From an optimization exercise on the open Yosys and OpenROAD flow, aimed at small area, a short achievable clock period and few clock cycles per item; shortcuts taken in it are not production practice.
The RTL was checked by simulation tests, not by an equivalence proof against the original design.
Power figures rest on the tool's default switching activity, not on a simulated workload.

==> flow/design.v, too long to show whole: its modules and the start of the top module <==
// module bicubic_top: 1158 lines
module bicubic_top (
    input  wire        CLK,
    input  wire        RST,
    input  wire [6:0]  cfg_v0,
    input  wire [6:0]  cfg_h0,
    input  wire [4:0]  cfg_sw,
    input  wire [4:0]  cfg_sh,
    input  wire [5:0]  cfg_tw,
    input  wire [5:0]  cfg_th,
    output wire        src_rd_en,
    output wire [13:0] src_rd_addr,
    input  wire [7:0]  src_data,
    output wire        res_wr_en,
    output wire [9:0]  res_wr_addr,
    output wire [7:0]  res_wr_data,
    output logic       done
);
  // ...
==> flow/run.sh <==
#!/bin/bash
# synth_recipe.tcl (not shown) runs the flow's synth.tcl, then flattens the netlist and writes it again
# the make line also repeats each setting of config.mk as NAME=value (left out here)
make -C /OpenROAD-flow-scripts/flow DESIGN_CONFIG=/design/flow/config.mk WORK_HOME=/design/flow/orfs CLKGATE_MAP_FILE= SYNTH_SCRIPT=/design/flow/synth_recipe.tcl finish
==> flow/config.mk <==
export PLATFORM = sky130hd
export DESIGN_NAME = bicubic_top
export DESIGN_NICKNAME = bicubic_top
export VERILOG_FILES = /design/flow/design.v
export SDC_FILE = /design/flow/constraint.sdc
export NUM_CORES = 4
export LEC_CHECK = 0
export ABC_AREA = 1
export CAP_MARGIN = 20
export CORE_MARGIN = 2
export CORE_UTILIZATION = 40
export CTS_BUF_LIST = sky130_fd_sc_hd__clkbuf_16
export CTS_CLUSTER_DIAMETER = 80
export CTS_CLUSTER_SIZE = 24
export SLEW_MARGIN = 20
==> flow/constraint.sdc <==
create_clock -name core_clock -period 13.0 [get_ports {CLK}]
set_input_delay 2.6000 -clock core_clock [delete_from_list [all_inputs] [get_ports {CLK}]]
set_output_delay 2.6000 -clock core_clock [all_outputs]
set_load 0.01 [all_outputs]
==> summary.md, run 1 <==
| Metric | Value |
|---|---|
| TritonCTS clock tree | done |
| R2r startpoint | ist[0]$_DFFE_PP0P_ |
| Dominant synthesized flop cell | dfxtp_1 |
| Clk slew on worst S/H paths | 90 ps |
| Critical R2R Capture | rd_addr[12]$_DFFE_PP_ |
| Number of I/O port buffers | 72 |
| Gpl congestion | 0.9473 |
| Drt pass-1 iters | 5 |
| Num ports | 81 |
| Placed cells | ~3600 |
| First-pass GRT wire length | 91.16 mm |
| WL per Instance | 14.58 µm |
| CP Launch Type | flop |
| Layout area overhead | 10.08% |
| Initial antenna violation count | 0 |
| Simple-gate share of the synthesized area | 0.2060 |
| Synth area leader | fa_1 |
| Placed Area | between 0.02 and 0.025 mm² |
| Final hold vios | 0 |
| Worst Path Required | 13360 ps |
| Antenna diodes | 0 |
| Layout clock buffers | 29 |
| Vias in the first global route | 18483 |
| Top sig layer | met4 |
| Status | timing/DRC/antenna clean |
| Cts hold-fix bufs | 0 |
| P_int | between 0.001 and 0.0015 W |
| HPWL after DPL | 40.77 mm |
| Setup slack after layout | 8415 ps |
| H-tree levels | 1 |
| GRT overflow | 0 |
| Remaining antenna violation count | 0 |
| Row cnt | 88 |
| Cell mode on critical path | nand2_1 |
| Tapcell Cnt | roughly 770 |
| Die W | 245.2 µm |
| Max-slew headroom | 0.2830 |
Testbench counts, summed over its fixed seeds: cycles 89,169, pixels 20,672.
==> run 2, diff against run 1 <==
--- a/flow/config.mk
+++ b/flow/config.mk
@@ -5,7 +5,6 @@
 export SDC_FILE = /design/flow/constraint.sdc
 export NUM_CORES = 4
 export LEC_CHECK = 0
-export ABC_AREA = 1
 export CAP_MARGIN = 20
 export CORE_MARGIN = 2
 export CORE_UTILIZATION = 40
==> run 2 against run 1 <==
Core utilization barely moved; global-route usage decreased by 0.96 points; highest routed layer unchanged; wire length fell by 5.5%; fmax grew 9.7%; synthesized cell count down 18%; die area is 1.6% lower; flip-flop and latch count stayed put; via count shrank 9.3%; first-iteration DRC count is 2.0% higher; hold slack about the same; setup slack improved by 410 ps.
==> summary.md, run 2 <==
| Metric | Value |
|---|---|
| Sequential share of the synthesized area | 0.3216 (was 0.3163) |
| Critical path peak fanout | 2 (was 29) |
| Number of I/O port buffers | 72 (unchanged) |
| Root Buffer Master | clkbuf_16 (unchanged) |
| CP Launch Type | flop (unchanged) |
| Fin crit period | 4178 ps (was 4585 ps) |
| Maximum clock rate | 239.3 MHz (was 218.1 MHz) |
| Placed Area | 0.02418 mm² (was 0.02452 mm²) |
| Hold-critical path depth | 0 (unchanged) |
| TritonCTS clock tree | done (unchanged) |
| Fraction of layout cells with a size suffix above 1 | 0.05434 (was 0.03808) |
| Hold crit path type | reg -> reg (unchanged) |
| Starting Density | 0.4052 (was 0.4042) |
| Max-slew headroom | 0.3202 (was 0.2830) |
| # Post-CTS Setup Buffers | 0 (unchanged) |
| Clock Tree Buf Depth | 3 (unchanged) |
| Pwr per Cell Area | 80.41 mW/mm² (was 78.67 mW/mm²) |
| CP endpoint kind | primary output (was flop) |
| Clock buffer count from CTS | 26 (was 28) |
| Ys Warns | 1 (unchanged) |
| Worst Reg-to-Reg Cells | 12 (was 17) |
| #FFs+latches synth | 313 (unchanged) |
| Largest family of logic cells by synthesized area | adder cells (unchanged) |
| Initial antenna violation count | 0 (unchanged) |
| 1st-iter DRT viols | 1245 (was 1221) |
| Crit path max-delay family | buffers and inverters (was simple AND/OR/NAND/NOR gates) |
| Tot GR Track Use | 0.1728 (was 0.1823) |
| Area fraction of the dominant cell type after synthesis | 0.1941 (was 0.1909) |
| Unique masters post-synth | 84 (was 59) |
| R2r startpoint | vw_q[8]$_DFF_P_ (was ist[0]$_DFFE_PP0P_) |
| Nets | 2756 (was 3295) |
| Worst-Margin Slew | 1017 ps (was 1074 ps) |
| Die Area | 0.05916 mm² (was 0.06014 mm²) |
| Clk slew on worst S/H paths | 90 ps (about the same) |
| Row cnt | 87 (was 88) |
| Multi-input gate area | 0.01407 mm² (was 0.01331 mm²) |
| Gpl congestion | 0.8860 (was 0.9473) |
| Layout area overhead | 9.778% (was 10.08%) |
| Cts hold-fix bufs | 0 (unchanged) |
| Most common cell after layout, fill and taps aside | inv_1 (was nand2_1) |
| Worst path depth | 1 (was 17) |
| Largest net degree at the start of global routing | 59 (was 50) |
| Worst reg2reg setup slack | 8830 ps (was 8420 ps) |
| Status | timing/DRC/antenna clean (unchanged) |
| Mux share of post-synthesis cell area | 0.04361 (was 0) |
| Resize count post-CTS | 0 (unchanged) |
| Largest stage delay, worst path | 610 ps (was 860 ps) |
| Master of the slowest instance on the critical path | clkdlybuf4s50_1 (was nand2_1) |
| Post-Syn Area | 0.02289 mm² (was 0.02328 mm²) |
| Clock sink count | 313 (unchanged) |
| Max-slew violations | 0 (unchanged) |
| Main area contributors after synthesis | fa_1 (19%), dfxtp_1 (17%), edfxtp_1 (12%) (was fa_1 (19%), dfxtp_1 (16%), nand2_1 (12%)) |
| Syn Area/Cell | 9.709 µm² (was 8.060 µm²) |
| Die height | 243.2 µm (was 245.2 µm) |
| Storage cell area | 0.007367 mm² (was 0.007363 mm²) |
| Worst endpoint data arrival time | 1580 ps (was 4940 ps) |
| Vias in the first global route | 16871 (was 18483) |
| Post-synth top cells | inv_1 (252), nand2_1 (230), fa_1 (222), dfxtp_1 (189), nor2_1 (164) (was nand2_1 (762), inv_1 (545), fa_1 (222), dfxtp_1 (189), nor2_1 (179)) |
| Max Cap Viol | 0 (unchanged) |
| Remaining antenna violation count | 0 (unchanged) |
| Final hold vios | 0 (unchanged) |
| Synth Instances | 2358 (was 2888) |
| WP buf/inv | 1 (was 3) |
| Count leader, synth | inv_1 (was nand2_1) |
| Syn nets | 2760 (was 3290) |
| Worst Path Required | 10400 ps (was 13360 ps) |
| Clock Latency Late Sink | 600 ps (about the same) |
| WL per Instance | 16.19 µm (was 14.58 µm) |
| Num ports | 81 (unchanged) |
| Compound-cell area share of the yosys netlist | 0.1239 (was 0.08100) |
| Placement Setup Slack | 8305 ps (was 8472 ps) |
| Crit Path Category | reg -> out (was reg -> reg) |
| Synth area leader | fa_1 (unchanged) |
| P_leak | 10.71 nW (was 12.74 nW) |
| Worst hold path startpoint | va$_DFF_PP0_ (unchanged) |
| Number of remaining DRC errors | 0 (unchanged) |
| Final TNS setup | 0 ps (unchanged) |
| Final setup viols | 0 (unchanged) |
| Most frequent cells in the layout | inv_1 (254), nand2_1 (230), fa_1 (222) (was nand2_1 (762), inv_1 (546), fa_1 (222)) |
| Ys async rst share | 0.09265 (unchanged) |
| First-pass GRT wire length | 85.96 mm (was 91.16 mm) |
| Peak VDD IR | 0.08392 mV (was 0.09508 mV) |
| H-tree levels | 1 (unchanged) |
| Crit path cell chain | clkdlybuf4s50_1 (was inv_1 -> ha_1 -> nand2_1 -> o21ai_0 -> ha_1 -> inv_1 -> fa_1 -> inv_1 -> nand3_1 -> nand3_1 -> nand2_1 -> nand2_1 -> nand2_1 -> nand2_1 -> nand2_1 -> nand3_1 -> nand2_1) |
| Via Count | 16395 (was 18071) |
| Vias/cell | 5.238 (was 4.911) |
| GRT overflow | 0 (unchanged) |
| Design Area, Final | 0.02513 mm² (was 0.02562 mm²) |
| EDFF count, synth | 95 (unchanged) |
| Setup slack after layout | 8822 ps (was 8415 ps) |
| DRT Wirelength | 50.68 mm (was 53.65 mm) |
| Adder-cell share of the synthesized area | 0.2674 (was 0.2630) |
| Critical R2R Capture | vacc_s[7]$_DFF_P_ (was rd_addr[12]$_DFFE_PP_) |
| Core area | 0.05650 mm² (was 0.05759 mm²) |
| RSZ-0062 raised after global routing | false (unchanged) |
| Post-Synth XOR/XNOR Area | 0.03170 (was 0.02166) |
| Drt pass-1 iters | 5 (unchanged) |
| Hold Crit Endpoint | vb$_DFF_PP0_ (unchanged) |
| Die W | 243.2 µm (was 245.2 µm) |
| Clock skew | 54.09 ps (was 32.36 ps) |
| Simple-gate share of the synthesized area | 0.1479 (was 0.2060) |
| # fillers | 5369 (was 5609) |
| Dominant synthesized flop cell | dfxtp_1 (unchanged) |
| Antenna diodes | 0 (unchanged) |
| HPWL after DPL | 37.74 mm (was 40.77 mm) |
| Fin crit share | 0.3214 (was 0.3527) |
==> run 2: cell type report <==
class                           count  area share
Multi-Input combinational cell   1670      0.5599
Sequential cell                   313      0.2931
Inverter                          256     0.03829
Tap cell                          756     0.03764
Timing Repair Buffer               87     0.03316
Clock buffer                       27     0.02688
Clock inverter                     21     0.01095
==> run 2: logic make-up after synthesis <==
logic type	Yosys count
and+or+nand+nor	703
AOI/OAI and AO/OA	436
buffers and inverters	375
adders and majority gates	356
DFF	313
muxes	93
xor gates and xnor gates	82
==> run 2: how the worst max path moves through the flow <==
stage | startpoint | slack [ps] | end
final | done$_DFF_PP0_ | 8820 | done
after floorplan | vx[4]$_DFF_P_ | 8980 | vacc_s[7]$_DFF_P_
after detailed placement | cfg_sh[0] | 8310 | rows_m1[0]$_DFFE_PP_
after CTS | done$_DFF_PP0_ | 8760 | done
after global routing | vw_q[8]$_DFF_P_ | 8680 | vacc_s[7]$_DFF_P_
after global placement | cfg_sh[0] | 8390 | rows_m1[0]$_DFFE_PP_
==> run 2: layer usage <==
metal  vias up  part of all wire  track usage
li1       7882                 -            -
met1      8085              0.45       0.2333
met2       365              0.49       0.2971
met3        63             0.038      0.01747
met4         0             0.021      0.04240
met5         -                 0            0
==> run 2: through the flow <==
step	hold WS (ps)	std cells	total power, W	util
2_1_floorplan	331.2	2358	0.001134	-
3_3_place_gp	337.4	3082	0.001174	0.4280
3_5_place_dp	341.9	3082	0.001179	0.4280
4_1_cts	363.7	3130	0.002051	0.4448
5_1_grt	371.9	3130	0.002105	0.4448
6_report	360.8	3130	0.002021	0.4448
==> run 2: power by group <==
part	total (W)	internal, W	switching [W]
logic	0.000122	0.0000587	0.0000629
registers	0.00103	0.00102	0.0000146
clock network	0.000866	0.000417	0.000449
total	0.00202	0.00149	0.000527

==> port drivers added, routing unchanged <==
In the flow no input, the clock included, has a driving cell. The finished layouts below were timed again as built, in two steps. Step 1 sets driving cells, clkbuf_16 on the clock port and buf_2 on the other inputs (assumed; they add their load-dependent delay and slew). Step 2 adds t to the input delays and takes it off the output delays; t is the mean of the earliest and latest rising clock arrival at the registers after step 1. Input paths then give back, and output paths get back, about the clock's delay inside the block. Slacks: ideal ports / drivers / drivers and shift; pairs: ideal ports / drivers.
| run | t, ns | setup slack, ns | hold slack, ns | clock arrival spread, ns |
|---|---|---|---|---|
| run 1 | 0.643 | 8.415 / 8.415 / 8.415 | 0.361 / 0.361 / 0.361 | 0.042 / 0.042 |
| run 2 | 0.621 | 8.822 / 8.770 / 8.277 | 0.361 / 0.361 / 0.361 | 0.055 / 0.055 |
After both steps every run listed still meets setup and hold. The setup slack of run 2, which loses most, moves by -0.052 ns with the drivers and by -0.545 ns with both steps.
